This is an optimization exercise on Yosys and OpenROAD, whose aim is small area, not a production implementation.
In this exercise RTL edits were held to simulation tests only and were not proved equivalent to the original.
Power and IR drop assume default switching activity.

==> design/flow/run.sh <==
#!/bin/bash
# synth_recipe.tcl (not shown) runs the flow's synth.tcl, then flattens the netlist and writes it again
# the make line also repeats each setting of config.mk as NAME=value (left out here)
make -C /OpenROAD-flow-scripts/flow DESIGN_CONFIG=/design/flow/config.mk WORK_HOME=/design/flow/orfs CLKGATE_MAP_FILE= SYNTH_SCRIPT=/design/flow/synth_recipe.tcl finish
==> design/flow/config.mk <==
export PLATFORM = sky130hd
export DESIGN_NAME = spi_sram_responder
export DESIGN_NICKNAME = spi_sram_responder
export VERILOG_FILES = /design/flow/design.v
export SDC_FILE = /design/flow/constraint.sdc
export NUM_CORES = 4
export LEC_CHECK = 0
export CAP_MARGIN = 20
export CORE_MARGIN = 2
export CORE_UTILIZATION = 60
export CTS_BUF_LIST = sky130_fd_sc_hd__clkbuf_8
export CTS_CLUSTER_DIAMETER = 40
export CTS_CLUSTER_SIZE = 20
export PLACE_DENSITY = 0.7
export SLEW_MARGIN = 20
export SYNTH_MEMORY_MAX_BITS = 8192
==> design/flow/design.v <==
package spi_sram_responder_pkg;
  localparam logic [7:0] CMD_READ  = 8'h03;
  localparam logic [7:0] CMD_WRITE = 8'h02;
  localparam logic [7:0] CMD_RDSR  = 8'h05;
  localparam logic [7:0] STATUS_VALUE_DEF = 8'h40;
  localparam logic [1:0] PH_CMD   = 2'd0;
  localparam logic [1:0] PH_ADDRH = 2'd1;
  localparam logic [1:0] PH_ADDRL = 2'd2;
  localparam logic [1:0] PH_DATA  = 2'd3;
endpackage
module spi_sync_edge #(
  parameter logic RESET_VAL = 1'b0,
  parameter bit   USE_RESET = 1'b0
) (
  input  logic clk,
  input  logic reset,
  input  logic async_in,
  output logic level
);
  logic meta;
  logic sync;
  always_ff @(posedge clk) begin
    if (USE_RESET && reset) begin
      meta <= RESET_VAL;
      sync <= RESET_VAL;
    end else begin
      meta <= async_in;
      sync <= meta;
    end
  end
  assign level = sync;
endmodule
module spi_sram_responder #(
  parameter int         DEPTH_LOG2   = 9,
  parameter logic [7:0] STATUS_VALUE = spi_sram_responder_pkg::STATUS_VALUE_DEF
) (
  input  logic                  clk,
  input  logic                  reset,
  input  logic                  sck,
  input  logic                  cs,
  input  logic                  mosi,
  output logic                  miso,
  output logic                  wr_strobe,
  output logic [DEPTH_LOG2-1:0] wr_addr,
  output logic [7:0]            wr_data
);
  localparam int WORDS = 2**DEPTH_LOG2;
  localparam int WP_LOG2 = 6;
  localparam int NWP     = WORDS >> WP_LOG2;
  localparam logic [2:0] RD_SWITCH = 3'd5;
  logic sck_s, sck_prev, cs_s, mosi_s;
  spi_sync_edge u_sck_sync (
    .clk      (clk),
    .reset    (reset),
    .async_in (sck),
    .level    (sck_s)
  );
  spi_sync_edge #(.RESET_VAL(1'b1), .USE_RESET(1'b1)) u_cs_sync (
    .clk      (clk),
    .reset    (reset),
    .async_in (cs),
    .level    (cs_s)
  );
  spi_sync_edge u_mosi_sync (
    .clk      (clk),
    .reset    (reset),
    .async_in (mosi),
    .level    (mosi_s)
  );
  always_ff @(posedge clk) sck_prev <= sck_s;
  logic                  rise;
  logic [1:0]            ph;
  logic [2:0]            cnt;
  logic                  md_rd, md_wr, md_sr;
  logic [6:0]            rx;
  logic [7:0]            rx_next;
  logic [DEPTH_LOG2-1:0] addr;
  logic [7:0]            wdat;
  logic                  wpend;
  logic [DEPTH_LOG2-1:0] t;
  logic [DEPTH_LOG2-1:0] d;
  logic                  wr_hit;
  logic                  commit;
  logic [7:0]            h;
  logic [7:0]            tap_bit;
  logic [7:0]            tap_hit;
  assign rise    = sck_s & ~sck_prev & ~cs_s;
  assign rx_next = {rx, mosi_s};
  assign d       = addr + t;
  assign wr_hit  = wpend && (d[WP_LOG2-1:0] == '0);
  assign commit  = rise && ph == spi_sram_responder_pkg::PH_DATA && md_wr && cnt == 3'd7;
  always_ff @(posedge clk) t <= t + 1'b1;
  always_ff @(posedge clk) begin
    if (rise) rx <= rx_next[6:0];
    if (cs_s) begin
      ph  <= spi_sram_responder_pkg::PH_CMD;
      cnt <= 3'd0;
    end else if (rise) begin
      cnt <= cnt + 3'd1;
      if (cnt == 3'd7 && ph != spi_sram_responder_pkg::PH_DATA) ph <= ph + 2'd1;
      if (ph == spi_sram_responder_pkg::PH_CMD && cnt == 3'd7) begin
        md_rd <= (rx_next == spi_sram_responder_pkg::CMD_READ);
        md_wr <= (rx_next == spi_sram_responder_pkg::CMD_WRITE);
        md_sr <= (rx_next == spi_sram_responder_pkg::CMD_RDSR);
        if (rx_next == spi_sram_responder_pkg::CMD_RDSR) ph <= spi_sram_responder_pkg::PH_DATA;
      end
    end
  end
  always_ff @(posedge clk) begin
    if (rise && (ph == spi_sram_responder_pkg::PH_ADDRH || ph == spi_sram_responder_pkg::PH_ADDRL))
      addr <= {addr[DEPTH_LOG2-2:0], mosi_s};
    else if (wr_hit || (rise && ph == spi_sram_responder_pkg::PH_DATA && md_rd && cnt == RD_SWITCH - 3'd1))
      addr <= addr + 1'b1;
  end
  always_ff @(posedge clk) begin
    if (commit) wpend <= 1'b1;
    else if (wr_hit) wpend <= 1'b0;
    if (commit) wdat <= rx_next;
  end
  always_ff @(posedge clk) begin
    if (reset) wr_strobe <= 1'b0;
    else       wr_strobe <= commit;
  end
  assign wr_addr = addr;
  assign wr_data = wdat;
  for (genvar k = 0; k < 8; k++) begin : g_plane
    localparam int SL = (k == 7) ? 2 : (k == 6) ? 3 : (k >= 4) ? 4 : 5;
    localparam int NT = WORDS >> SL;
    logic [WORDS-1:0] r;
    logic [WORDS-1:0] r_nxt;
    logic [NT-1:0]    taps;
    logic [2:0]       c;
    logic             want;
    always_comb begin
      r_nxt = {r[WORDS-2:0], r[WORDS-1]};
      for (int j = 0; j < NWP; j++)
        if (wr_hit && d[DEPTH_LOG2-1:WP_LOG2] == j) r_nxt[j*(1<<WP_LOG2)+1] = wdat[k];
    end
    always_ff @(posedge clk) r <= r_nxt;
    for (genvar i = 0; i < NT; i++) begin : g_tap
      assign taps[i] = r[i << SL];
    end
    assign tap_bit[k] = taps[d[DEPTH_LOG2-1:SL]];
    assign tap_hit[k] = (d[SL-1:0] == '0);
    assign c    = 3'(7 - k);
    assign want = (cnt < RD_SWITCH) ? (c >= cnt) : (c < cnt);
    always_ff @(posedge clk) if (want && tap_hit[k]) h[k] <= tap_bit[k];
  end
  assign miso = md_sr ? STATUS_VALUE[~cnt] : h[~cnt];
endmodule
==> design/flow/constraint.sdc <==
create_clock -name core_clock -period 10.0 [get_ports {clk}]
set_input_delay 2.0000 -clock core_clock [delete_from_list [all_inputs] [get_ports {clk}]]
set_output_delay 2.0000 -clock core_clock [all_outputs]
set_load 0.01 [all_outputs]
==> metrics.md, run 1 <==
| Metric | Value |
|---|---|
| Via count of the first global-routing pass | slightly above 30,000 |
| Deepest level of the CTS H-tree | 5 |
| DP HPWL | around 70 mm |
| Height of the die | about 390 um |
| Worst reg2reg startpoint | addr[0] |
| TritonCTS Sinks | 4,154 |
| Synthesized area per cell | between 15 and 20 sq um |
| Row count | 140 |
| Resized Gates After CTS | 0 |
| Final-report hold violation count | 0 |
| Highest-delay cell along the critical path | sky130_fd_sc_hd__clkdlybuf4s50_1 |
| Total of warnings raised by yosys | 3 |
| Largest net degree at the start of global routing | 50 |
| Final net count | between 5,000 and 6,000 |
| Number of enable-type register cells in the synthesized netlist | 35 |
| Final critical path time including I/O delays and setup | around 5.3 ns |
| Final critical-path share of the clock period | between 50% and 60% |
| Sequential standard cell area | about 0.084 sq mm |
| TritonCTS clock tree | built |
| Run status | finished clean |
| Met2 WL post-DR | approximately 47 mm |
| Cts bufs inserted | about 330 |
| Largest buffer count on any clock path | 4 |
| Startpoint class of the critical path | flop |
| Detailed-route wire length on metal 1 | 60.43 mm |
| Min setup slack post-route | around 4.7 ns |
| Endpoint class of the critical path | primary output |
| Setup-violating endpoint count in the final report | 0 |
| Number of maximum-capacitance constraint violations | 0 |
| Ratio of routed vias to standard cells | between 4 and 5 |
| Hold EP | g_plane[4].r[443] |
| Total routed wirelength | approximately 120 mm |
| Initial cell density of the core | about three fifths |
| Core ar. | between 0.1 and 0.15 sq mm |
| Slew of the pin with the lowest slew margin | about 0.89 ns |
| Hold_sp | g_plane[4].r[442] |
| Fraction of layout instances using a drive strength above 1 | 13.57% |
| RD Place Congestion | 0.8202 |
| Placement-stage cell area | between 0.09 and 0.1 sq mm |
| Ratio of total power to cell area | about 260 mW/mm^2 |
| Area fraction of the dominant cell type after synthesis | between 90 and 100% |
| Post-synthesis sequential area ratio | 94.39% |
| Routed wire length per instance | approximately 16 um |
| Worst-case vdd ir drop | 0.1797 mV |
| Global-route wire length before repair | approximately 180 mm |
| Number of antenna violations at the first check in global routing | 21 |
| Met3 Wirelength | between 5 and 6 mm |
| Combined area of all synthesized cells | a little under 0.09 sq mm |
| DR DRC count | 0 |
| DR pass1 iterations | 5 |
| Capturing point of the worst reg2reg path | h[7] |
| Die area | 0.1506 sq mm |
| Clock-pin slew on the worst setup and hold paths | ~0.10 ns |
| Worst slew slack as a fraction of its limit | between 40% and 50% |
| Leakage power summed over all cells | slightly below 0.04 uW |
| Number of buffers added on ports | 23 |
| Layout overhead on the synthesized area | 10.89% |
| Number of fillers in the final layout | around 9,300 |
| Data required time of the critical path | approximately 8 ns |
| Flop-to-flop setup slack | around 5.8 ns |
| Crit Path Category | flop to primary output |
| Leading area contributor after synthesis | sky130_fd_sc_hd__dfxtp_1 |
| Top post-synthesis cells by area | sky130_fd_sc_hd__dfxtp_1 93%, sky130_fd_sc_hd__mux4_2 1.7%, sky130_fd_sc_hd__edfxtp_1 1.2%, sky130_fd_sc_hd__mux2_2 0.87%, sky130_fd_sc_hd__mux2i_1 0.36% |
| Setup repair bufs after CTS | 0 |
| Worst clock skew | approximately 0.071 ns |
| Class of the worst hold path | flop to flop |
| Flip-flop and latch count after synthesis | between 4,000 and 5,000 |
| Mapped Nets | about 4,700 |
| Post-synthesis async set-or-reset flop share | 0% |
| Worst Hold Depth | 0 |
| Data arrival time of the critical path | between 3 and 4 ns |
| Number of routed nets with antenna violations | 0 |
| Die Width | around 390 um |
| 1st-iter DRT viols | about 1,200 |
| Area of the multi-input gates | roughly 0.0048 sq mm |
| Hold buffer count at cts | 0 |
| Most used flip-flop cell after synthesis | sky130_fd_sc_hd__dfxtp_1 |
| Final instance area | 0.09811 sq mm |
| Unrepaired setup endpoints after global routing | false |
| Via total after detailed routing | approximately 32,000 |
| Clock Latency Late Sink | slightly above 1 ns |
| Setup TNS | 0 ns |
| Most prevalent standard cell on the critical path | sky130_fd_sc_hd__a21oi_1 |
| Cell count after synthesis | roughly 4,700 |
| Clock Root Buffer | sky130_fd_sc_hd__clkbuf_8 |
| Achievable clock frequency | about 190 MHz |
| Slew Limit Fails | 0 |
| Unique cell type count in the Yosys netlist | 71 |
| Register-to-Register Path Depth | 10 |
| Uppermost layer routed | met4 |
| Maximum single-stage delay on the critical path | between 0.6 and 0.7 ns |
| Total I/O pin count | 24 |
| Global Route Usage Sum | about 16% |
| Leftover overflow at the end of global routing | 0 |
| Critical-path cell list | o21ai_0, a21oi_1, a31oi_1, a21oi_1, clkdlybuf4s50_1 |
| CP Max Fanout | 10 |
| Dpl ws | 5.844 ns |
==> metrics by stage <==
step	util [%]	cells	power, uW	hold WS, ns
6_report	67.16	7174	25980	0.2957
5_1_grt	67.15	7166	26920	0.3042
4_1_cts	67.14	7164	26290	0.2905
3_5_place_dp	62.31	6606	16940	0.3121
3_3_place_gp	62.31	6606	16940	0.3095
2_1_floorplan	-	4691	16940	0.3096
==> power by group <==
group	internal (uW)	leakage [uW]	total [uW]	switching [uW]
clock	4010	0.00365	9420	5410
sequential	16600	0.0335	16600	2.81
combinational	2.58	0.00201	5.03	2.45
total	20600	0.0391	26000	5420
==> cell families (layout without fill, tap and decap cells) <==
logic type / after synthesis / count (layout) / synth area share [%]
compound gates: 111 / 111 / 0.9036
other cells: 0 / 10 / 0
flops: 4154 / 4154 / 94.39
simple gates: 173 / 173 / 1.078
mux: 168 / 168 / 2.933
xor+xnor: 16 / 16 / 0.1669
buf+inv: 52 / 608 / 0.2842
fa+ha+maj: 17 / 17 / 0.2489
==> synthesized netlist by cell type, types with 3 or more instances <==
| master | instances |
|---|---|
| sky130_fd_sc_hd__or2_2 | 4 |
| sky130_fd_sc_hd__o22ai_1 | 3 |
| sky130_fd_sc_hd__dfxtp_1 | 4119 |
| sky130_fd_sc_hd__inv_1 | 17 |
| sky130_fd_sc_hd__a211oi_1 | 7 |
| sky130_fd_sc_hd__buf_2 | 18 |
| sky130_fd_sc_hd__o2111ai_1 | 3 |
| sky130_fd_sc_hd__nor3_1 | 8 |
| sky130_fd_sc_hd__and2_1 | 8 |
| sky130_fd_sc_hd__nor2_4 | 6 |
| sky130_fd_sc_hd__xnor2_1 | 11 |
| sky130_fd_sc_hd__a211o_1 | 4 |
| sky130_fd_sc_hd__nor2b_1 | 4 |
| sky130_fd_sc_hd__mux2_2 | 68 |
| sky130_fd_sc_hd__a21o_1 | 3 |
| sky130_fd_sc_hd__nand2_1 | 50 |
| sky130_fd_sc_hd__xor2_1 | 4 |
| sky130_fd_sc_hd__nand2b_1 | 3 |
| sky130_fd_sc_hd__a21oi_1 | 26 |
| sky130_fd_sc_hd__buf_4 | 5 |
| sky130_fd_sc_hd__mux2i_1 | 32 |
| sky130_fd_sc_hd__a2111oi_0 | 5 |
| sky130_fd_sc_hd__nand4_1 | 8 |
| sky130_fd_sc_hd__nand2_4 | 3 |
| sky130_fd_sc_hd__o211ai_1 | 6 |
| sky130_fd_sc_hd__nand3_1 | 30 |
| sky130_fd_sc_hd__a31oi_1 | 4 |
| sky130_fd_sc_hd__a311oi_1 | 3 |
| sky130_fd_sc_hd__and3_1 | 6 |
| sky130_fd_sc_hd__mux4_2 | 66 |
| sky130_fd_sc_hd__ha_1 | 16 |
| sky130_fd_sc_hd__edfxtp_1 | 35 |
| sky130_fd_sc_hd__a22oi_1 | 4 |
| sky130_fd_sc_hd__nor2_1 | 29 |
| sky130_fd_sc_hd__o211a_1 | 3 |
| sky130_fd_sc_hd__clkbuf_1 | 9 |
| sky130_fd_sc_hd__o21ai_0 | 13 |
==> sequential cells by signal, summed over array words and instances, names as in the netlist, 2 cells and up <==
| signal | flops |
|---|---|
| rx | 7 |
| wdat | 8 |
| t | 9 |
| addr | 9 |
| ph | 2 |
| h | 8 |
| cnt | 3 |
| g_plane.r | 4096 |
==> final cells by class <==
cell class / count / share of cell area (%)
clock inverters: 207 / 2.265
well taps: 1917 / 2.445
clock buffers: 351 / 4.924
flip-flops and latches: 4154 / 85.12
multi-input cells: 485 / 4.849
inverters: 17 / 0.06504
diodes: 10 / 0.02551
repair buffers: 33 / 0.3112
==> worst max-delay path by stage <==
stage	startpoint	to	slack, ns	cells after the start
6_report	cnt[0]	miso	4.73	5
5_1_grt	cnt[0]	miso	4.59	5
4_1_cts	cnt[0]	miso	4.70	5
3_5_place_dp	cnt[0]	miso	5.84	5
3_3_place_gp	cnt[0]	miso	5.86	5
2_1_floorplan	addr[0]	h[4]	6.64	10
==> layout by cell type (no fill, tap or decap), types with 5 or more instances in the layout <==
master	synthesis	final
sky130_fd_sc_hd__inv_8	0	39
sky130_fd_sc_hd__mux2_2	68	68
sky130_fd_sc_hd__a2111oi_0	5	5
sky130_fd_sc_hd__o21ai_0	13	13
sky130_fd_sc_hd__a21oi_1	26	26
sky130_fd_sc_hd__clkinv_2	0	20
sky130_fd_sc_hd__a211oi_1	7	7
sky130_fd_sc_hd__nand3_1	30	30
sky130_fd_sc_hd__xnor2_1	11	9
sky130_fd_sc_hd__nand2_1	50	50
sky130_fd_sc_hd__nor3_1	8	8
sky130_fd_sc_hd__and3_1	6	6
sky130_fd_sc_hd__dfxtp_1	4119	4119
sky130_fd_sc_hd__mux2i_1	32	32
sky130_fd_sc_hd__nand4_1	8	8
sky130_fd_sc_hd__inv_6	0	55
sky130_fd_sc_hd__mux4_2	66	66
sky130_fd_sc_hd__clkbuf_8	0	351
sky130_fd_sc_hd__buf_4	5	10
sky130_fd_sc_hd__diode_2	0	10
sky130_fd_sc_hd__bufinv_16	0	18
sky130_fd_sc_hd__nor2_4	6	7
sky130_fd_sc_hd__nor2_1	29	28
sky130_fd_sc_hd__clkdlybuf4s50_1	0	23
sky130_fd_sc_hd__clkinv_4	0	18
sky130_fd_sc_hd__inv_1	17	37
sky130_fd_sc_hd__ha_1	16	16
sky130_fd_sc_hd__and2_1	8	8
sky130_fd_sc_hd__edfxtp_1	35	35
sky130_fd_sc_hd__o211ai_1	6	6
sky130_fd_sc_hd__clkinvlp_4	0	18
sky130_fd_sc_hd__clkinv_8	0	14
==> critical path: cells and delay by family (launching register included) <==
kind | cells | cell delay (ns)
flops | 1 | 0.58
compound gates | 4 | 1.03
buf+inv | 1 | 0.66
==> metal layers <==
| layer | track usage, % | vias to the layer above |
|---|---|---|
| met3 | 3.573 | 272 |
| met1 | 23.83 | 14950 |
| met5 | 0 | - |
| met2 | 21.42 | 610 |
| met4 | 6.622 | 0 |
| li1 | - | 15680 |
==> inputs of run 2 (changes only) <==
--- a/design/flow/config.mk
+++ b/design/flow/config.mk
@@ -10,5 +10,5 @@
 export CORE_UTILIZATION = 60
-export CTS_BUF_LIST = sky130_fd_sc_hd__clkbuf_8
-export CTS_CLUSTER_DIAMETER = 40
-export CTS_CLUSTER_SIZE = 20
+export CTS_BUF_LIST = sky130_fd_sc_hd__clkbuf_4
+export CTS_CLUSTER_DIAMETER = 30
+export CTS_CLUSTER_SIZE = 12
 export PLACE_DENSITY = 0.7
==> metrics.md, run 2 <==
| Metric | Value |
|---|---|
| Routed wire length per instance | around 16 um |
| Most prevalent standard cell on the critical path | sky130_fd_sc_hd__a21oi_1 |
| Initial cell density of the core | 60.56% |
| Worst Hold Depth | 0 |
| TritonCTS Sinks | a little over 4,000 |
| Gate family responsible for the most delay along the worst path | compound AO/OA/AOI/OAI gates |
| Most frequent standard cell in the layout excluding fill and tap cells | sky130_fd_sc_hd__dfxtp_1 |
| Maximum single-stage delay on the critical path | ~0.65 ns |
| Top post-synthesis cells by area | sky130_fd_sc_hd__dfxtp_1 93%, sky130_fd_sc_hd__mux4_2 1.7%, sky130_fd_sc_hd__edfxtp_1 1.2%, sky130_fd_sc_hd__mux2_2 0.87%, sky130_fd_sc_hd__mux2i_1 0.36% |
| Register-to-Register Path Depth | 10 |
| Largest buffer count on any clock path | 4 |
| Highest-delay cell along the critical path | sky130_fd_sc_hd__clkdlybuf4s50_1 |
| Slew of the pin with the lowest slew margin | between 0.9 and 1 ns |
| Hold buffer count at cts | 0 |
| Unrepaired setup endpoints after global routing | false |
| DP HPWL | 70.15 mm |
| DR pass1 iterations | 5 |
| Clock-pin slew on the worst setup and hold paths | approximately 0.11 ns |
| Post-synthesis async set-or-reset flop share | 0% |
| Cell count after synthesis | approximately 4,700 |
| Worst reg2reg startpoint | addr[0] |
| Flop-to-flop setup slack | 5.85 ns |
| Post-synthesis sequential area ratio | 94.39% |
| Total routed wirelength | approximately 120 mm |
| Leakage power summed over all cells | 0.03921 uW |
| Cts bufs inserted | 473 |
| Via count of the first global-routing pass | 32,150 |
| Endpoint class of the critical path | primary output |
| Worst slew slack as a fraction of its limit | 38.98% |
| Slew Limit Fails | 0 |
| Setup repair bufs after CTS | 0 |
| Top register by number of flip-flops | g_plane.r |
| Final critical-path share of the clock period | between 50% and 60% |
| Synthesized area per cell | 18.86 sq um |
| Number of maximum-capacitance constraint violations | 0 |
| Global-route wire length before repair | around 180 mm |
| Largest net degree at the start of global routing | 50 |
| Registers with the most flip-flops | g_plane.r: 4096 flops, addr: 9 flops, t: 9 flops |
| Layout overhead on the synthesized area | 10.37% |
| Deepest level of the CTS H-tree | 5 |
| Dpl ws | roughly 5.8 ns |
| Ratio of routed vias to standard cells | ~4.4 |
| Achievable clock frequency | 179.7 MHz |
| Data arrival time of the critical path | about 3.6 ns |
| DR DRC count | 0 |
| Fraction of layout instances using a drive strength above 1 | between 15 and 20% |
| Worst path bufs/invs | 1 |
| Global Route Usage Sum | 15.57% |
| Library cell with the highest instance count after synthesis | sky130_fd_sc_hd__dfxtp_1 |
| Height of the die | 388.0 um |
| Most frequent cells in the layout | 4,119 x sky130_fd_sc_hd__dfxtp_1, 550 x sky130_fd_sc_hd__clkbuf_4, 68 x sky130_fd_sc_hd__mux2_2 |
| Die area | about 0.15 sq mm |
| Core ar. | 0.1461 sq mm |
| Total power draw | around 26,000 uW |
| Min setup slack post-route | 4.434 ns |
| Flip-flop and latch count after synthesis | around 4,200 |
| TritonCTS clock tree | built |
| Area fraction of the dominant cell type after synthesis | 93.20% |
| Filler-free cell count of the finished design | between 7,000 and 8,000 |
| Hold_sp | g_plane[0].r[465] |
| Setup-violating endpoint count in the final report | 0 |
| 1st-iter DRT viols | 1,180 |
| Crit Path Category | flop to primary output |
| Data required time of the critical path | roughly 8 ns |
| Ratio of total power to cell area | approximately 260 mW/mm^2 |
| Worst clock skew | approximately 0.11 ns |
| Critical-path cell list | o21ai_0, a21oi_1, a31oi_1, a21oi_1, clkdlybuf4s50_1 |
| Hold EP | g_plane[0].r[466] |
| Number of flip-flops under the largest register name | 4,096 |
| Final critical path time including I/O delays and setup | 5.566 ns |
| Startpoint class of the critical path | flop |
| Die Width | 388.0 um |
| Via total after detailed routing | 32,360 |
| Placed Cells incl. Taps | 6,606 |
| Class of the worst hold path | flop to flop |
| Total of warnings raised by yosys | 3 |
| Final net count | between 5,000 and 6,000 |
| Clock Latency Late Sink | roughly 1.3 ns |
| Clock Root Buffer | sky130_fd_sc_hd__clkbuf_4 |
| Row count | 140 |
| Leading area contributor after synthesis | sky130_fd_sc_hd__dfxtp_1 |
| Number of enable-type register cells in the synthesized netlist | 35 |
| Number of antenna violations at the first check in global routing | 19 |
| Commonest cells post-synth | 4,119 x sky130_fd_sc_hd__dfxtp_1, 68 x sky130_fd_sc_hd__mux2_2, 66 x sky130_fd_sc_hd__mux4_2, 50 x sky130_fd_sc_hd__nand2_1, 35 x sky130_fd_sc_hd__edfxtp_1 |
| Unique cell type count in the Yosys netlist | 71 |
| Combined area of all synthesized cells | just under 0.09 sq mm |
| Setup TNS | 0 ns |
| RD Place Congestion | just over 0.8 |
| Run status | finished clean |
| Most used flip-flop cell after synthesis | sky130_fd_sc_hd__dfxtp_1 |
| Final-report hold violation count | 0 |
| Capturing point of the worst reg2reg path | g_plane[0].r[321] |
| Mapped Nets | 4,713 |
| CP Max Fanout | 10 |
| Number of routed nets with antenna violations | 0 |
| Total I/O pin count | 24 |
| Number of buffers added on ports | 23 |
| Leftover overflow at the end of global routing | 0 |
| Resized Gates After CTS | 0 |
| Worst-case vdd ir drop | around 0.15 mV |
[run 2: where the power goes]
| group | leakage [uW] | total, uW | internal (uW) | switching, uW |
|---|---|---|---|---|
| logic | 0.00201 | 4.97 | 2.58 | 2.39 |
| clock network | 0.00373 | 8970 | 3940 | 5040 |
| registers | 0.0335 | 16600 | 16600 | 2.88 |
| total | 0.0392 | 25500 | 20500 | 5040 |
[run 2: through the flow]
| step | hold slack (ns) | area, sq um | utilization [%] |
|---|---|---|---|
| after global placement | 0.3095 | 91030 | 62.31 |
| after CTS | 0.2364 | 97620 | 66.82 |
| final | 0.2401 | 97650 | 66.84 |
| after floorplan | 0.3096 | 88480 | - |
| after detailed placement | 0.3121 | 91030 | 62.31 |
| after global routing | 0.2152 | 97640 | 66.83 |
[run 2: worst reg2reg max path, delay by kind of cell (launching register included)]
family,cells,cell delay [ns]
fa+ha+maj,2,0.77
compound gates,2,0.58
simple gates,5,1.82
mux,1,0.40
flops,1,0.49
[run 2: metal layers]
metal  share of wire [%]  wire length [um]  vias up  GRT usage, %
li1                    -                 -    16210             -
met1                  52             59400    15250         23.12
met2                  40             46570      645         21.34
met3                 5.3              6093      258         4.436
met4                 2.8              3182        2         6.763
met5               0.016                18        -             0
[run 2: kinds of logic after synthesis]
logic type / synth area share (%)
XOR/XNOR: 0.1669
multiplexers: 2.933
flip-flops: 94.39
buffers and inverters: 0.2842
AO/OA/AOI/OAI: 0.9036
adder cells (fa/ha/maj): 0.2489
AND/OR/NAND/NOR: 1.078
[run 2: worst max-delay path by stage]
stage	startpoint	to	slack (ns)	cells after the start
CTS	cnt[0]	miso	4.27	5
global placement	cnt[0]	miso	5.86	5
detailed placement	cnt[0]	miso	5.84	5
finish	cnt[0]	miso	4.43	5
global route	cnt[0]	miso	4.18	5
floorplan	addr[0]	h[4]	6.64	10
[run 2: cell type report]
type	count	area, sq um
clock inverters	233	2457
diodes	13	32.53
fillers	9588	48440
repair buffers	33	305.3
flip-flops and latches	4154	83510
clock buffers	550	4129
inverters	17	63.81
well taps	1917	2399
multi-input cells	485	4757
==> inputs of run 3 (changes only) <==
--- a/design/flow/config.mk
+++ b/design/flow/config.mk
@@ -10,5 +10,5 @@
 export CORE_UTILIZATION = 60
-export CTS_BUF_LIST = sky130_fd_sc_hd__clkbuf_4
-export CTS_CLUSTER_DIAMETER = 30
-export CTS_CLUSTER_SIZE = 12
+export CTS_BUF_LIST = sky130_fd_sc_hd__clkbuf_16
+export CTS_CLUSTER_DIAMETER = 60
+export CTS_CLUSTER_SIZE = 32
 export PLACE_DENSITY = 0.7
==> metrics.md, run 3 <==
| Metric | Value |
|---|---|
| Run status | finished clean |
| Clock Root Buffer | sky130_fd_sc_hd__clkbuf_16 |
| Critical-path cell list | o21ai_0, a21oi_1, a31oi_1, a21oi_1, clkdlybuf4s50_1 |
| Combined area of all synthesized cells | slightly below 0.09 sq mm |
| DR DRC count | 0 |
| Routed wire length per instance | approximately 17 um |
| Endpoint class of the critical path | primary output |
| Initial cell density of the core | 60.56% |
| Maximum single-stage delay on the critical path | 0.66 ns |
| Number of maximum-capacitance constraint violations | 0 |
| Registers with the most flip-flops | g_plane.r: 4096 flops, addr: 9 flops, t: 9 flops |
| Global-route wire length before repair | 172.2 mm |
| Number of buffers added on ports | 23 |
| Data arrival time of the critical path | slightly above 3 ns |
| RD Place Congestion | ~0.8 |
| Class of the worst hold path | flop to flop |
| Unrepaired setup endpoints after global routing | false |
| Number of flip-flops under the largest register name | approximately 4,100 |
| Library cell with the highest instance count after synthesis | sky130_fd_sc_hd__dfxtp_1 |
| DP HPWL | 70.15 mm |
| Total of warnings raised by yosys | 3 |
| Worst slew slack as a fraction of its limit | 40.40% |
| Area fraction of the dominant cell type after synthesis | between 90% and 100% |
| Final instance area | just under 0.1 sq mm |
| Post-synthesis async set-or-reset flop share | 0% |
| Gate family responsible for the most delay along the worst path | compound AO/OA/AOI/OAI gates |
| 1st-iter DRT viols | around 1,400 |
| Number of enable-type register cells in the synthesized netlist | 35 |
| Via count of the first global-routing pass | around 30,000 |
| Crit Path Category | flop to primary output |
| Final net count | ~4,900 |
| Highest-delay cell along the critical path | sky130_fd_sc_hd__clkdlybuf4s50_1 |
| Placement-stage cell area | about 0.091 sq mm |
| Most frequent standard cell in the layout excluding fill and tap cells | sky130_fd_sc_hd__dfxtp_1 |
| Resized Gates After CTS | 0 |
| Worst slack on hold paths | about 0.3 ns |
| Commonest cells post-synth | 4,119 x sky130_fd_sc_hd__dfxtp_1, 68 x sky130_fd_sc_hd__mux2_2, 66 x sky130_fd_sc_hd__mux4_2, 50 x sky130_fd_sc_hd__nand2_1, 35 x sky130_fd_sc_hd__edfxtp_1 |
| Most used flip-flop cell after synthesis | sky130_fd_sc_hd__dfxtp_1 |
| Via total after detailed routing | around 30,000 |
| Final critical path time including I/O delays and setup | between 5 and 6 ns |
| Mapped Nets | between 4,000 and 5,000 |
| Largest buffer count on any clock path | 3 |
| Top register by number of flip-flops | g_plane.r |
| Fraction of layout instances using a drive strength above 1 | 8.379% |
| Clock Latency Late Sink | about 0.82 ns |
| Cts bufs inserted | approximately 160 |
| Worst-case vdd ir drop | 0.2168 mV |
| Number of antenna violations at the first check in global routing | 17 |
| Core ar. | ~0.15 sq mm |
| Die Width | ~390 um |
| Total routed wirelength | roughly 110 mm |
| TritonCTS Sinks | roughly 4,200 |
| Setup-violating endpoint count in the final report | 0 |
| Hold buffer count at cts | 0 |
| Worst path bufs/invs | 1 |
| Final-report hold violation count | 0 |
| Slew Limit Fails | 0 |
| Achievable clock frequency | between 150 and 200 MHz |
| Most frequent cells in the layout | 4,119 x sky130_fd_sc_hd__dfxtp_1, 165 x sky130_fd_sc_hd__clkbuf_16, 68 x sky130_fd_sc_hd__mux2_2 |
| Setup repair bufs after CTS | 0 |
| Deepest level of the CTS H-tree | 4 |
| Unique cell type count in the Yosys netlist | 71 |
| Sequential standard cell area | about 0.084 sq mm |
| Slew of the pin with the lowest slew margin | about 0.9 ns |
| Leakage power summed over all cells | between 0.03 and 0.04 uW |
| Ratio of total power to cell area | roughly 260 mW/mm^2 |
| Startpoint class of the critical path | flop |
| Top post-synthesis cells by area | sky130_fd_sc_hd__dfxtp_1 93%, sky130_fd_sc_hd__mux4_2 1.7%, sky130_fd_sc_hd__edfxtp_1 1.2%, sky130_fd_sc_hd__mux2_2 0.87%, sky130_fd_sc_hd__mux2i_1 0.36% |
| Die area | 0.1506 sq mm |
| Layout overhead on the synthesized area | 8.790% |
| TritonCTS clock tree | built |
| Leftover overflow at the end of global routing | 0 |
| Largest net degree at the start of global routing | 50 |
| Global Route Usage Sum | 15.25% |
| Area of the multi-input gates | roughly 0.0048 sq mm |
| Ratio of routed vias to standard cells | 4.428 |
| Number of routed nets with antenna violations | 0 |
| Final critical-path share of the clock period | 50.79% |
| Data required time of the critical path | around 8.0 ns |
| Clock-pin slew on the worst setup and hold paths | 0.11 ns |
| Cell count after synthesis | roughly 4,700 |
| Most prevalent standard cell on the critical path | sky130_fd_sc_hd__a21oi_1 |
| Height of the die | 388.0 um |
| Synthesized area per cell | roughly 19 sq um |
| DR pass1 iterations | 5 |
| Total I/O pin count | 24 |
| Flip-flop and latch count after synthesis | approximately 4,200 |
| CP Max Fanout | 10 |
| Worst clock skew | 0.04564 ns |
| Leading area contributor after synthesis | sky130_fd_sc_hd__dfxtp_1 |
| Post-synthesis sequential area ratio | 94.39% |
| Number of fillers in the final layout | about 9,600 |
| Setup TNS | 0 ns |
| Row count | 140 |
## run 3: changes by cell type in the layout (fill, tap and decap cells not counted), moves of 11 or more
cell,change
sky130_fd_sc_hd__clkbuf_4,-550
sky130_fd_sc_hd__clkbuf_16,+165
sky130_fd_sc_hd__clkinv_1,-62
sky130_fd_sc_hd__clkinv_2,-49
sky130_fd_sc_hd__clkinv_4,-11
sky130_fd_sc_hd__clkinvlp_4,-11
sky130_fd_sc_hd__bufinv_16,-42
## run 3: area by class of cell
type | instances | area share, %
flip-flops and latches | 4154 | 86.76
multi-input cells | 485 | 4.942
clock buffers | 165 | 4.290
well taps | 1917 | 2.492
clock inverters | 87 | 1.118
repair buffers | 33 | 0.3172
inverters | 17 | 0.06629
diodes | 6 | 0.01560
## run 3: worst paths after layout
check / depth (start not counted) / start / endpoint / slack (ns)
worst max-delay path: 5 / cnt[0] / miso / 4.92
worst max register to register: 10 / addr[0] / g_plane[4].r[321] / 5.83
worst min-delay path: 0 / g_plane[2].r[366] / g_plane[2].r[367] / 0.30
worst min register to register: 0 / g_plane[2].r[366] / g_plane[2].r[367] / 0.30
## run 3: routing by layer
| metal | part of all wire (%) | wire length (um) | GRT usage [%] | vias up |
|---|---|---|---|---|
| met5 | 0 | 0 | 0 | - |
| met4 | 2.2 | 2534 | 4.485 | 0 |
| met3 | 4.3 | 4920 | 3.376 | 173 |
| met2 | 41 | 46610 | 21.50 | 405 |
| met1 | 53 | 60650 | 23.65 | 14610 |
| li1 | - | - | - | 15210 |
## run 3: per-stage QoR
stage | worst slack (ns) | instances | utilization [%] | total power [uW]
CTS | 4.912 | 6858 | 65.88 | 24950
global route | 4.773 | 6858 | 65.88 | 25530
global placement | 5.857 | 6606 | 62.31 | 16940
finish | 4.921 | 6864 | 65.89 | 24730
detailed placement | 5.844 | 6606 | 62.31 | 16940
floorplan | 6.636 | 4691 | - | 16940
## run 3: worst register-to-register path, cell delays in order, from the launching register on
cell and delay, ns:
sky130_fd_sc_hd__edfxtp_1 0.50, sky130_fd_sc_hd__ha_1 0.28, sky130_fd_sc_hd__fa_1 0.49, sky130_fd_sc_hd__a211oi_1 0.35, sky130_fd_sc_hd__o21bai_1 0.23, sky130_fd_sc_hd__nand2_4 0.48
sky130_fd_sc_hd__nand4_4 0.28, sky130_fd_sc_hd__nor3b_4 0.42, sky130_fd_sc_hd__nand2_4 0.16, sky130_fd_sc_hd__nor3_4 0.49, sky130_fd_sc_hd__mux2_2 0.40
## run 3: kinds of logic (layout without fill, tap and decap cells)
logic type	Yosys count	in the layout	share of synthesized area, %
AND/OR/NAND/NOR	173	173	1.078
AO/OA/AOI/OAI	111	111	0.9036
other	0	6	0
multiplexers	168	168	2.933
XOR/XNOR	16	16	0.1669
buffers and inverters	52	302	0.2842
flip-flops	4154	4154	94.39
adder cells (fa/ha/maj)	17	17	0.2489
## run 3: report_power, final
group          total [uW]  switching, uW  internal [uW]
registers           16600           2.76          16600
clock network        8170           4850           3320
logic                4.99           2.40           2.59
total               24700           4860          19900
==> inputs of run 4 (changes only) <==
--- a/design/flow/config.mk
+++ b/design/flow/config.mk
@@ -11,4 +11,4 @@
 export CTS_BUF_LIST = sky130_fd_sc_hd__clkbuf_16
-export CTS_CLUSTER_DIAMETER = 60
-export CTS_CLUSTER_SIZE = 32
+export CTS_CLUSTER_DIAMETER = 45
+export CTS_CLUSTER_SIZE = 36
 export PLACE_DENSITY = 0.7
==> metrics.md, run 4 <==
| Metric | Value |
|---|---|
| Run status | finished clean |
| Global routing met2 resource utilization | 23.87% |
| Post-synthesis sequential area ratio | a little over nine tenths |
| Ratio of total power to cell area | approximately 270 mW/mm^2 |
| Deepest level of the CTS H-tree | 4 |
| Final critical path time including I/O delays and setup | ~5 ns |
| Number of maximum-capacitance constraint violations | 0 |
| Synthesized area per cell | between 15 and 20 sq um |
| Combinational Power Share | 0% |
| Data required time of the critical path | 8.00 ns |
| Cts bufs inserted | roughly 210 |
| Worst clock skew | ~0.044 ns |
| Setup repair bufs after CTS | 0 |
| Fraction of met3 tracks used by global routing | 3.462% |
| Core ar. | around 0.15 sq mm |
| Portion of total power attributed to the clock network | 38.5% |
| Post-synthesis async set-or-reset flop share | 0% |
| Switching power total | between 5000 and 6000 uW |
| Fraction of layout instances using a drive strength above 1 | a little over a tenth |
| Most frequent standard cell in the layout excluding fill and tap cells | sky130_fd_sc_hd__dfxtp_1 |
| Via count of the first global-routing pass | 31,110 |
| Commonest cells post-synth | 4,119 x sky130_fd_sc_hd__dfxtp_1, 68 x sky130_fd_sc_hd__mux2_2, 66 x sky130_fd_sc_hd__mux4_2, 50 x sky130_fd_sc_hd__nand2_1, 35 x sky130_fd_sc_hd__edfxtp_1 |
| Met1 Use GR | 24.41% |
| Area fraction of the dominant cell type after synthesis | 93.20% |
| Class of the worst hold path | flop to flop |
| DR DRC count | 0 |
| Total routed wirelength | ~120 mm |
| Number of routed nets with antenna violations | 0 |
| Final-report hold violation count | 0 |
| Registers with the most flip-flops | g_plane.r: 4096 flops, addr: 9 flops, t: 9 flops |
| TritonCTS Sinks | slightly above 4,000 |
| Number of enable-type register cells in the synthesized netlist | 35 |
| DP HPWL | ~70 mm |
| Seq pwr share | around three fifths |
| Final critical-path share of the clock period | around half |
| Internal cell power | between 20,000 and 25,000 uW |
| Startpoint class of the critical path | flop |
| Leftover overflow at the end of global routing | 0 |
| Routed wire length per instance | 17.40 um |
| Cell count after synthesis | 4,691 |
| Layout overhead on the synthesized area | 12.04% |
| Final net count | 4,919 |
| Crit Path Category | flop to primary output |
| Number of antenna violations at the first check in global routing | 17 |
| Worst-case vdd ir drop | 0.2268 mV |
| 1st-iter DRT viols | approximately 1,400 |
| Slew Limit Fails | 0 |
| Maximum single-stage delay on the critical path | between 0.6 and 0.7 ns |
| Ratio of routed vias to standard cells | between 4 and 5 |
| Mapped Nets | between 4,000 and 5,000 |
| Setup TNS | 0 ns |
| Unrepaired setup endpoints after global routing | false |
| Slew of the pin with the lowest slew margin | between 0.8 and 0.9 ns |
| Critical-path cell list | o21ai_0, a21oi_1, a31oi_1, a21oi_1, clkdlybuf4s50_1 |
| GRT Max-Usage Layer | met1 |
| Die Width | slightly below 400 um |
| Combined area of all synthesized cells | 0.08848 sq mm |
| Die area | around 0.15 sq mm |
| Leakage power summed over all cells | approximately 0.039 uW |
| Largest net degree at the start of global routing | 50 |
| Resized Gates After CTS | 0 |
| Clock Root Buffer | sky130_fd_sc_hd__clkbuf_16 |
| Number of buffers added on ports | 23 |
| Gate family responsible for the most delay along the worst path | compound AO/OA/AOI/OAI gates |
| Hold buffer count at cts | 0 |
| Height of the die | 388.0 um |
| Unique cell type count in the Yosys netlist | 71 |
| Row count | 140 |
| Number of flip-flops under the largest register name | 4,096 |
| CP Max Fanout | 10 |
| Global Route Usage Sum | between 10% and 20% |
| DR pass1 iterations | 5 |
| Global-route wire length before repair | around 180 mm |
| Initial cell density of the core | ~61% |
| Worst slew slack as a fraction of its limit | between 40% and 50% |
| Setup-violating endpoint count in the final report | 0 |
| Switching part of the total power | 22.12% |
| Data arrival time of the critical path | 3.02 ns |
| Most prevalent standard cell on the critical path | sky130_fd_sc_hd__a21oi_1 |
| Worst path bufs/invs | 1 |
| Total of warnings raised by yosys | 3 |
| Endpoint class of the critical path | primary output |
| Largest buffer count on any clock path | 3 |
| Worst slack on hold paths | around 0.29 ns |
| Clock-pin slew on the worst setup and hold paths | 0.12 ns |
| Via total after detailed routing | approximately 31,000 |
| RD Place Congestion | between 0.8 and 0.9 |
| Library cell with the highest instance count after synthesis | sky130_fd_sc_hd__dfxtp_1 |
| Flip-flop and latch count after synthesis | 4,154 |
| Most used flip-flop cell after synthesis | sky130_fd_sc_hd__dfxtp_1 |
| TritonCTS clock tree | built |
| Top post-synthesis cells by area | sky130_fd_sc_hd__dfxtp_1 93%, sky130_fd_sc_hd__mux4_2 1.7%, sky130_fd_sc_hd__edfxtp_1 1.2%, sky130_fd_sc_hd__mux2_2 0.87%, sky130_fd_sc_hd__mux2i_1 0.36% |
| Achievable clock frequency | between 150 and 200 MHz |
| Most frequent cells in the layout | 4,119 x sky130_fd_sc_hd__dfxtp_1, 208 x sky130_fd_sc_hd__clkbuf_16, 68 x sky130_fd_sc_hd__mux2_2 |
| Clock Latency Late Sink | ~0.86 ns |
| Highest-delay cell along the critical path | sky130_fd_sc_hd__clkdlybuf4s50_1 |
| Top register by number of flip-flops | g_plane.r |
| Leading area contributor after synthesis | sky130_fd_sc_hd__dfxtp_1 |
| Total I/O pin count | 24 |
## run 4: path summary, 6_finish.rpt
check / startpoint / end / cells after the start / slack (ns)
worst min register to register: g_plane[3].r[143] / g_plane[3].r[144] / 0 / 0.29
worst max register to register: addr[0] / g_plane[4].r[321] / 10 / 5.82
worst max-delay path: cnt[0] / miso / 5 / 4.98
worst min-delay path: g_plane[3].r[143] / g_plane[3].r[144] / 0 / 0.29
## run 4: final cells by class
type,instances,area (sq um)
Fill cell,9107,46960
Tap cell,1917,2399
Sequential cell,4154,83510
Timing Repair Buffer,33,305.3
Antenna cell,14,35.03
Clock buffer,208,5205
Inverter,17,63.81
Multi-Input combinational cell,485,4757
Clock inverter,183,2859
## run 4: worst register-to-register path: stages (launching register included)
cell and delay [ns]:
sky130_fd_sc_hd__edfxtp_1 0.50, sky130_fd_sc_hd__ha_1 0.28, sky130_fd_sc_hd__fa_1 0.49, sky130_fd_sc_hd__a211oi_1 0.35
sky130_fd_sc_hd__o21bai_1 0.23, sky130_fd_sc_hd__nand2_4 0.48, sky130_fd_sc_hd__nand4_4 0.28, sky130_fd_sc_hd__nor3b_4 0.40
sky130_fd_sc_hd__nand2_4 0.15, sky130_fd_sc_hd__nor3_4 0.51, sky130_fd_sc_hd__mux2_2 0.41
## run 4: cells by family after synthesis
kind of cell | synth area share, %
flip-flops | 94.39
AND/OR/NAND/NOR | 1.078
multiplexers | 2.933
AO/OA/AOI/OAI | 0.9036
buffers and inverters | 0.2842
adder cells (fa/ha/maj) | 0.2489
XOR/XNOR | 0.1669
## run 4: routing by layer
layer  wire (um)  vias to the layer above  share of wire, %
li1            -                    15420                 -
met1       61580                    14930                50
met2       51550                      482                42
met3        5939                      206               4.9
met4        2929                        0               2.4
met5           0                        -                 0
## run 4: stage by stage
stage                     area, sq um  worst slack, ns  cells  utilization (%)  power, uW
final                           99130            4.978   7011            67.86      26930
after global routing            99100            4.802   6997            67.83      27770
after CTS                       99100            4.924   6997            67.83      27170
after detailed placement        91030            5.844   6606            62.31      16940
after global placement          91030            5.857   6606            62.31      16940
after floorplan                 88480            6.636   4691                -      16940
## run 4: power groups by stage
stage,Combinational [uW],Clock (uW),Sequential (uW)
finish,5.09,10400,16600
floorplan,2.11,0,16900
global placement,4.79,0,16900
CTS,5.05,10600,16600
detailed placement,4.88,0,16900
global route,5.37,11200,16600
==> inputs of run 5 (changes only) <==
--- a/design/flow/config.mk
+++ b/design/flow/config.mk
@@ -11,3 +11,3 @@
 export CTS_BUF_LIST = sky130_fd_sc_hd__clkbuf_16
-export CTS_CLUSTER_DIAMETER = 45
+export CTS_CLUSTER_DIAMETER = 70
 export CTS_CLUSTER_SIZE = 36
==> metrics.md, run 5 <==
| Metric | Value |
|---|---|
| Run status | finished clean |
| Layout overhead on the synthesized area | 7.638% |
| Slew of the pin with the lowest slew margin | ~0.86 ns |
| Final critical path time including I/O delays and setup | 5.053 ns |
| Top register by number of flip-flops | g_plane.r |
| Mapped Nets | approximately 4,700 |
| TritonCTS Sinks | between 4,000 and 5,000 |
| Most frequent standard cell in the layout excluding fill and tap cells | sky130_fd_sc_hd__dfxtp_1 |
| Row count | 140 |
| Number of antenna violations at the first check in global routing | 20 |
| Worst clock skew | 0.04069 ns |
| Placed Cells incl. Taps | approximately 6,600 |
| Worst-case vdd ir drop | 0.1714 mV |
| Number of enable-type register cells in the synthesized netlist | 35 |
| Ratio of total power to cell area | 251.1 mW/mm^2 |
| Data arrival time of the critical path | 3.05 ns |
| Largest net degree at the start of global routing | 50 |
| Number of flip-flops under the largest register name | 4,096 |
| Final net count | 4,854 |
| CP Max Fanout | 10 |
| Leftover overflow at the end of global routing | 0 |
| DR pass1 iterations | 6 |
| Most frequent cells in the layout | 4,119 x sky130_fd_sc_hd__dfxtp_1, 143 x sky130_fd_sc_hd__clkbuf_16, 68 x sky130_fd_sc_hd__mux2_2 |
| Most prevalent standard cell on the critical path | sky130_fd_sc_hd__a21oi_1 |
| Via count of the first global-routing pass | roughly 29,000 |
| Setup repair bufs after CTS | 0 |
| Total routed wirelength | approximately 110 mm |
| DP HPWL | ~70 mm |
| Filler-free cell count of the finished design | ~7,000 |
| Hold buffer count at cts | 0 |
| Commonest cells post-synth | 4,119 x sky130_fd_sc_hd__dfxtp_1, 68 x sky130_fd_sc_hd__mux2_2, 66 x sky130_fd_sc_hd__mux4_2, 50 x sky130_fd_sc_hd__nand2_1, 35 x sky130_fd_sc_hd__edfxtp_1 |
| Area fraction of the dominant cell type after synthesis | just over 90% |
| Fraction of layout instances using a drive strength above 1 | under 10% |
| Post-synthesis async set-or-reset flop share | 0% |
| Die Width | 388.0 um |
| Deepest level of the CTS H-tree | 4 |
| Ratio of routed vias to standard cells | 4.429 |
| Setup TNS | 0 ns |
| Total of warnings raised by yosys | 3 |
| Library cell with the highest instance count after synthesis | sky130_fd_sc_hd__dfxtp_1 |
| Worst slew slack as a fraction of its limit | 42.22% |
| Initial cell density of the core | about three fifths |
| Crit Path Category | flop to primary output |
| Leakage power summed over all cells | ~0.038 uW |
| Class of the worst hold path | flop to flop |
| Clock-pin slew on the worst setup and hold paths | 0.12 ns |
| Via total after detailed routing | between 30,000 and 40,000 |
| Synthesized area per cell | between 15 and 20 sq um |
| Die area | between 0.15 and 0.2 sq mm |
| Number of routed nets with antenna violations | 0 |
| Number of maximum-capacitance constraint violations | 0 |
| Startpoint class of the critical path | flop |
| TritonCTS clock tree | built |
| Most used flip-flop cell after synthesis | sky130_fd_sc_hd__dfxtp_1 |
| Slew Limit Fails | 0 |
| Setup-violating endpoint count in the final report | 0 |
| Registers with the most flip-flops | g_plane.r: 4096 flops, addr: 9 flops, t: 9 flops |
| Achievable clock frequency | between 150 and 200 MHz |
| Clock Latency Late Sink | about 0.8 ns |
| Endpoint class of the critical path | primary output |
| Flip-flop and latch count after synthesis | ~4,200 |
| Critical-path cell list | o21ai_0, a21oi_1, a31oi_1, a21oi_1, clkdlybuf4s50_1 |
| Resized Gates After CTS | 0 |
| Core ar. | ~0.15 sq mm |
| Height of the die | just under 400 um |
| DR DRC count | 0 |
| Largest buffer count on any clock path | 3 |
| Cell count after synthesis | approximately 4,700 |
| Highest-delay cell along the critical path | sky130_fd_sc_hd__clkdlybuf4s50_1 |
| Unique cell type count in the Yosys netlist | 71 |
| Combined area of all synthesized cells | between 0.08 and 0.09 sq mm |
| Routed wire length per instance | between 15 and 20 um |
| Data required time of the critical path | about 8.0 ns |
| RD Place Congestion | a little over 0.8 |
| Maximum single-stage delay on the critical path | 0.65 ns |
| Gate family responsible for the most delay along the worst path | compound AO/OA/AOI/OAI gates |
| Number of fillers in the final layout | slightly below 10,000 |
| 1st-iter DRT viols | approximately 1,500 |
| Final critical-path share of the clock period | between 50 and 60% |
| Clock Root Buffer | sky130_fd_sc_hd__clkbuf_16 |
| Global-route wire length before repair | 171.1 mm |
| Global Route Usage Sum | between 10% and 20% |
| Worst path bufs/invs | 1 |
| Cts bufs inserted | 141 |
| Post-synthesis sequential area ratio | between 90% and 100% |
| Number of buffers added on ports | 23 |
| Total I/O pin count | 24 |
| Unrepaired setup endpoints after global routing | false |
| Leading area contributor after synthesis | sky130_fd_sc_hd__dfxtp_1 |
| Top post-synthesis cells by area | sky130_fd_sc_hd__dfxtp_1 93%, sky130_fd_sc_hd__mux4_2 1.7%, sky130_fd_sc_hd__edfxtp_1 1.2%, sky130_fd_sc_hd__mux2_2 0.87%, sky130_fd_sc_hd__mux2i_1 0.36% |
| Final-report hold violation count | 0 |
[run 5: layout make-up]
type / count / area [sq um] / area share (%)
multi-input cells: 485 / 4757 / 4.995
clock buffers: 143 / 3578 / 3.757
inverters: 17 / 63.81 / 0.06700
flip-flops and latches: 4154 / 83510 / 87.69
repair buffers: 33 / 305.3 / 0.3206
diodes: 8 / 20.02 / 0.02102
well taps: 1917 / 2399 / 2.519
clock inverters: 48 / 601.8 / 0.6319
[run 5: path summary, 6_finish.rpt]
check / startpoint / to / slack [ns] / cells after the start
max: cnt[0] / miso / 4.95 / 5
min: g_plane[2].r[45] / g_plane[2].r[46] / 0.30 / 0
max reg2reg: addr[0] / g_plane[4].r[321] / 5.83 / 10
min reg2reg: g_plane[2].r[45] / g_plane[2].r[46] / 0.30 / 0
[run 5: cell families (layout without fill, tap and decap cells)]
| logic type | after synthesis | after routing | synth area share (%) |
|---|---|---|---|
| adder cells (fa/ha/maj) | 17 | 17 | 0.2489 |
| buffers and inverters | 52 | 241 | 0.2842 |
| AND/OR/NAND/NOR | 173 | 173 | 1.078 |
| AO/OA/AOI/OAI | 111 | 111 | 0.9036 |
| other | 0 | 8 | 0 |
| flip-flops | 4154 | 4154 | 94.39 |
| multiplexers | 168 | 168 | 2.933 |
| XOR/XNOR | 16 | 16 | 0.1669 |
[run 5: worst reg2reg max path, cell delays in order (launching register included)]
cell and delay (ns):
sky130_fd_sc_hd__edfxtp_1 0.51, sky130_fd_sc_hd__ha_1 0.29, sky130_fd_sc_hd__fa_1 0.49, sky130_fd_sc_hd__a211oi_1 0.35
sky130_fd_sc_hd__o21bai_1 0.23, sky130_fd_sc_hd__nand2_4 0.49, sky130_fd_sc_hd__nand4_4 0.27, sky130_fd_sc_hd__nor3b_4 0.40
sky130_fd_sc_hd__nand2_4 0.15, sky130_fd_sc_hd__nor3_4 0.49, sky130_fd_sc_hd__mux2_2 0.40
[run 5: report_power, final]
| part | switching (uW) | internal (uW) | leakage [uW] | total (uW) |
|---|---|---|---|---|
| combinational | 2.33 | 2.58 | 0.00201 | 4.92 |
| clock | 4590 | 2760 | 0.00207 | 7350 |
| sequential | 2.93 | 16600 | 0.0335 | 16600 |
| total | 4600 | 19300 | 0.0375 | 23900 |
[run 5: layer usage]
metal  share of wire (%)  global-route usage (%)  wire length [um]  up-vias
met3                 4.4                   3.257              5089      163
met2                  40                   21.41             46070      421
met5                   0                       0                 0        -
met1                  53                   23.69             60810    14440
met4                 2.1                   4.287              2457        0
li1                    -                       -                 -    15110
[run 5: through the flow]
step / hold slack [ns] / utilization, % / area [sq um] / setup WS [ns] / power, uW
global route: 0.2915 / 65.18 / 95220 / 4.801 / 24670
floorplan: 0.3096 / - / 88480 / 6.636 / 16940
global placement: 0.3095 / 62.31 / 91030 / 5.857 / 16940
CTS: 0.2972 / 65.18 / 95220 / 4.942 / 24110
detailed placement: 0.3121 / 62.31 / 91030 / 5.844 / 16940
finish: 0.2951 / 65.19 / 95240 / 4.947 / 23920
==> inputs of run 6 (changes only) <==
--- a/design/flow/config.mk
+++ b/design/flow/config.mk
@@ -9,7 +9,7 @@
 export CORE_MARGIN = 2
-export CORE_UTILIZATION = 60
+export CORE_UTILIZATION = 80
 export CTS_BUF_LIST = sky130_fd_sc_hd__clkbuf_16
-export CTS_CLUSTER_DIAMETER = 70
-export CTS_CLUSTER_SIZE = 36
-export PLACE_DENSITY = 0.7
+export CTS_CLUSTER_DIAMETER = 50
+export CTS_CLUSTER_SIZE = 40
+export PLACE_DENSITY = 0.88
 export SLEW_MARGIN = 20
==> metrics.md, run 6 <==
| Metric | Value |
|---|---|
| Most used flip-flop cell after synthesis | sky130_fd_sc_hd__dfxtp_1 |
| Total I/O pin count | 24 |
| RD Place Congestion | ~0.84 |
| Leading area contributor after synthesis | sky130_fd_sc_hd__dfxtp_1 |
| Library cell with the highest instance count after synthesis | sky130_fd_sc_hd__dfxtp_1 |
| DP HPWL | 110.9 mm |
| Mapped Nets | roughly 4,700 |
| Run status | aborted with a tool error |
| Area fraction of the dominant cell type after synthesis | a little over 90% |
| Row count | roughly 120 |
| Last stage the flow got to | detailed placement (3_5_place_dp) |
| Total of warnings raised by yosys | 3 |
| Initial cell density of the core | 80.28% |
| Number of enable-type register cells in the synthesized netlist | 35 |
| Top post-synthesis cells by area | sky130_fd_sc_hd__dfxtp_1 93%, sky130_fd_sc_hd__mux4_2 1.7%, sky130_fd_sc_hd__edfxtp_1 1.2%, sky130_fd_sc_hd__mux2_2 0.87%, sky130_fd_sc_hd__mux2i_1 0.36% |
| Tool error message | [ERROR DPL-0033] detailed placement checks failed during check placement. |
| Post-synthesis async set-or-reset flop share | 0% |
| Flip-flop and latch count after synthesis | 4,154 |
| Synthesized area per cell | approximately 19 sq um |
| Height of the die | 336.6 um |
| Commonest cells post-synth | 4,119 x sky130_fd_sc_hd__dfxtp_1, 68 x sky130_fd_sc_hd__mux2_2, 66 x sky130_fd_sc_hd__mux4_2, 50 x sky130_fd_sc_hd__nand2_1, 35 x sky130_fd_sc_hd__edfxtp_1 |
| Unique cell type count in the Yosys netlist | 71 |
| Combined area of all synthesized cells | roughly 0.088 sq mm |
| Post-synthesis sequential area ratio | between 90% and 100% |
| Number of buffers added on ports | 23 |
| Cell count after synthesis | ~4,700 |
| Die Width | ~340 um |
[run 6: power by group through the flow]
stage                   combinational (uW)  clock (uW)  sequential [uW]
after global placement                4.62           0            16900
after floorplan                       2.11           0            16900
[run 6: worst min path at each step]
stage / slack, ns / depth (start not counted) / start / end
3_3_place_gp: 0.31 / 0 / g_plane[6].r[12] / g_plane[6].r[13]
2_1_floorplan: 0.31 / 0 / g_plane[0].r[511] / g_plane[0].r[0]
[run 6: kinds of logic after synthesis]
kind of cell | count (synthesis) | synth area share, %
muxes | 168 | 2.933
and+or+nand+nor | 173 | 1.078
buffers and inverters | 52 | 0.2842
AOI/OAI and AO/OA | 111 | 0.9036
xor gates and xnor gates | 16 | 0.1669
adders and majority gates | 17 | 0.2489
DFF | 4154 | 94.39
[run 6: through the flow]
stage	area, sq um	std cells	power [uW]
floorplan	88480	4691	16940
global placement	90500	6177	16940
==> inputs of run 7 (changes only) <==
--- a/design/flow/config.mk
+++ b/design/flow/config.mk
@@ -9,7 +9,4 @@
 export CORE_MARGIN = 2
-export CORE_UTILIZATION = 80
-export CTS_BUF_LIST = sky130_fd_sc_hd__clkbuf_16
-export CTS_CLUSTER_DIAMETER = 50
-export CTS_CLUSTER_SIZE = 40
-export PLACE_DENSITY = 0.88
+export CORE_UTILIZATION = 25
+export PLACE_DENSITY = 0.32
 export SLEW_MARGIN = 20
==> metrics.md, run 7 <==
| Metric | Value |
|---|---|
| Highest-delay cell along the critical path | sky130_fd_sc_hd__dfxtp_1 |
| Most frequent cells in the layout | 4,119 x sky130_fd_sc_hd__dfxtp_1, 419 x sky130_fd_sc_hd__clkbuf_16, 101 x sky130_fd_sc_hd__clkbuf_1 |
| Combined area of all synthesized cells | between 0.08 and 0.09 sq mm |
| Switching part of the total power | between 10% and 20% |
| Portion of total power attributed to the clock network | a little under half |
| Critical-path cell list | o21ai_0, a21oi_1, a31oi_1, a21oi_2, buf_4, clkdlybuf4s50_1 |
| Setup TNS | 0 ns |
| Registers with the most flip-flops | g_plane.r: 4096 flops, addr: 9 flops, t: 9 flops |
| TritonCTS Sinks | just over 4,000 |
| Height of the die | around 600 um |
| Most frequent standard cell in the layout excluding fill and tap cells | sky130_fd_sc_hd__dfxtp_1 |
| Worst slew slack as a fraction of its limit | roughly two fifths |
| Start point of the critical path | cnt[0] |
| Number of routed nets with antenna violations | 0 |
| Maximum single-stage delay on the critical path | around 0.56 ns |
| Synthesized area per cell | around 19 sq um |
| Most used flip-flop cell after synthesis | sky130_fd_sc_hd__dfxtp_1 |
| Flip-flop and latch count after synthesis | 4,154 |
| Final critical-path share of the clock period | around half |
| Gate family responsible for the most delay along the worst path | compound AO/OA/AOI/OAI gates |
| Total of warnings raised by yosys | 3 |
| Internal cell power | 25,610 uW |
| Startpoint class of the critical path | flop |
| Die area | roughly 0.36 sq mm |
| Switching power total | about 6100 uW |
| Final net count | 5,122 |
| Total I/O pin count | 24 |
| Data arrival time of the critical path | slightly below 3 ns |
| Fraction of layout instances using a drive strength above 1 | 15.09% |
| Hold buffer count at cts | 0 |
| Endpoint class of the critical path | primary output |
| Global-route wire length before repair | between 200 and 250 mm |
| Clock-pin slew on the worst setup and hold paths | ~0.060 ns |
| Largest net degree at the start of global routing | 49 |
| Resized Gates After CTS | 0 |
| Met2 WL post-DR | between 50 and 60 mm |
| DR pass1 iterations | 5 |
| Unique cell type count in the Yosys netlist | 71 |
| CP Max Fanout | 10 |
| Unrepaired setup endpoints after global routing | false |
| Deepest level of the CTS H-tree | 5 |
| TritonCTS clock tree | built |
| Largest buffer count on any clock path | 4 |
| Global Route Usage Sum | between 7 and 8% |
| Cts bufs inserted | between 400 and 500 |
| Number of buffers added on ports | 23 |
| Detailed-route wire length on metal 1 | 67.98 mm |
| Crit Path Category | flop to primary output |
| Core ar. | roughly 0.35 sq mm |
| Slew of the pin with the lowest slew margin | around 0.9 ns |
| Number of flip-flops under the largest register name | 4,096 |
| Ratio of total power to cell area | just under 300 mW/mm^2 |
| Commonest cells post-synth | 4,119 x sky130_fd_sc_hd__dfxtp_1, 68 x sky130_fd_sc_hd__mux2_2, 66 x sky130_fd_sc_hd__mux4_2, 50 x sky130_fd_sc_hd__nand2_1, 35 x sky130_fd_sc_hd__edfxtp_1 |
| Via total after detailed routing | about 33,000 |
| Via count of the first global-routing pass | ~33,000 |
| Leakage power summed over all cells | 0.04224 uW |
| Uppermost layer routed | met4 |
| Data required time of the critical path | approximately 8 ns |
| Post-synthesis sequential area ratio | between 90% and 100% |
| Class of the worst hold path | flop to flop |
| Layout overhead on the synthesized area | 22.47% |
| Row count | approximately 220 |
| Top post-synthesis cells by area | sky130_fd_sc_hd__dfxtp_1 93%, sky130_fd_sc_hd__mux4_2 1.7%, sky130_fd_sc_hd__edfxtp_1 1.2%, sky130_fd_sc_hd__mux2_2 0.87%, sky130_fd_sc_hd__mux2i_1 0.36% |
| Achievable clock frequency | 201.0 MHz |
| Dpl ws | around 5.5 ns |
| Leftover overflow at the end of global routing | 0 |
| Seq pwr share | between 50 and 60% |
| Ratio of routed vias to standard cells | 3.224 |
| Worst-case vdd ir drop | approximately 0.17 mV |
| Routed wire length per instance | 13.40 um |
| Met3 Wirelength | slightly below 7 mm |
| Number of maximum-capacitance constraint violations | 0 |
| Setup-violating endpoint count in the final report | 0 |
| DP HPWL | slightly below 80 mm |
| Leading area contributor after synthesis | sky130_fd_sc_hd__dfxtp_1 |
| Worst path bufs/invs | 2 |
| Number of enable-type register cells in the synthesized netlist | 35 |
| Die Width | approximately 600 um |
| Cell count after synthesis | between 4,000 and 5,000 |
| Number of antenna violations at the first check in global routing | 29 |
| Final critical path time including I/O delays and setup | 4.976 ns |
| Setup repair bufs after CTS | 0 |
| Worst clock skew | around 0.050 ns |
| Min setup slack post-route | about 5 ns |
| Area fraction of the dominant cell type after synthesis | 93.20% |
| Clock Latency Late Sink | 0.93 ns |
| Library cell with the highest instance count after synthesis | sky130_fd_sc_hd__dfxtp_1 |
| Mapped Nets | roughly 4,700 |
| Final-report hold violation count | 0 |
| Run status | finished clean |
| Hold_sp | g_plane[0].r[253] |
| Total routed wirelength | about 140 mm |
| Slew Limit Fails | 0 |
| Initial cell density of the core | between 20 and 30% |
| Clock Root Buffer | sky130_fd_sc_hd__clkbuf_16 |
| Post-synthesis async set-or-reset flop share | 0% |
| RD Place Congestion | 0.7340 |
| 1st-iter DRT viols | 1,489 |
| Number of fillers in the final layout | about 34,000 |
| Top register by number of flip-flops | g_plane.r |
| Worst reg2reg startpoint | addr[0] |
| DR DRC count | 0 |
| Combinational Power Share | 0% |
## run 7: cell counts after synthesis
Identical to the previous run, type by type.
## run 7: kinds of logic after synthesis
group	share of synthesized area [%]
multiplexers	2.933
buffers and inverters	0.2842
flip-flops	94.39
adder cells (fa/ha/maj)	0.2489
XOR/XNOR	0.1669
AND/OR/NAND/NOR	1.078
AO/OA/AOI/OAI	0.9036
## run 7: per-stage QoR
step           utilization, %  cells  hold slack (ns)  power (uW)  instance area, sq um
2_1_floorplan               -   4691           0.3096       16940                 88480
3_3_place_gp            26.83   9420           0.3096       16940                 94560
3_5_place_dp            26.83   9420           0.3121       16940                 94570
4_1_cts                 30.74  10170           0.2695       32380                108300
5_1_grt                 30.74  10170           0.2831       33050                108300
6_report                30.75  10180           0.2791       31760                108400
## run 7: worst paths after layout
kind	endpoint	slack (ns)	depth (start not counted)
worst max register to register	h[7]	5.50	11
worst min-delay path	g_plane[0].r[254]	0.28	0
worst max-delay path	miso	5.02	6
worst min register to register	g_plane[0].r[254]	0.28	0
## run 7: area by class of cell
cell class | count | area, sq um | share of cell area (%)
tap | 4730 | 5918 | 5.462
timing repair buffer | 34 | 312.8 | 0.2887
sequential | 4154 | 83510 | 77.07
inverter | 17 | 63.81 | 0.05889
multi-input combinational | 485 | 4761 | 4.394
antenna | 10 | 25.02 | 0.02309
clock buffer | 617 | 12200 | 11.26
clock inverter | 128 | 1567 | 1.446
## run 7: layer usage
| metal | vias to the layer above | GRT usage [%] |
|---|---|---|
| li1 | 15960 | - |
| met4 | 0 | 3.827 |
| met5 | - | 0 |
| met3 | 403 | 1.870 |
| met1 | 15850 | 10.54 |
| met2 | 594 | 10.94 |
## run 7: power groups by stage
stage	registers, uW	logic, uW	clock network, uW
5_1_grt	16600	5.39	16500
3_5_place_dp	16900	5.22	0
6_report	16600	4.82	15200
4_1_cts	16600	5.23	15800
3_3_place_gp	16900	5.19	0
2_1_floorplan	16900	2.11	0

==> static timing again, ports no longer ideal <==
The results above use ideal ports. As a check the final layouts listed here were re-extracted and re-timed, cells and wires unchanged. Step 1 sets driving cells, clkbuf_16 on the clock port and buf_2 on the other inputs (assumed; they add their load-dependent delay and slew). Step 2 adds t to the input delays and takes it off the output delays; t is the mean of the earliest and latest rising clock arrival at the registers after step 1. Input paths then give back, and output paths get back, about the clock's delay inside the block. a / b / c = ideal ports / drivers / drivers and shift; a / b = the first two.
run	shift t [ns]	setup slack, ns	worst hold slack (ns)	worst setup path at the end
run 1	1.056	4.733 / 4.660 / 5.717	0.296 / 0.296 / 0.296	register to output
run 2	1.363	4.434 / 4.361 / 5.724	0.240 / 0.240 / 0.240	register to output
run 3	0.875	4.921 / 4.843 / 5.719	0.303 / 0.303 / 0.303	register to output
run 4	0.911	4.978 / 4.899 / 5.811	0.287 / 0.287 / 0.287	register to output
run 5	0.863	4.947 / 4.869 / 5.732	0.295 / 0.295 / 0.295	register to output
run 7	0.984	5.024 / 4.934 / 5.500	0.279 / 0.279 / 0.279	register to register
After both steps every run listed still meets setup and hold.
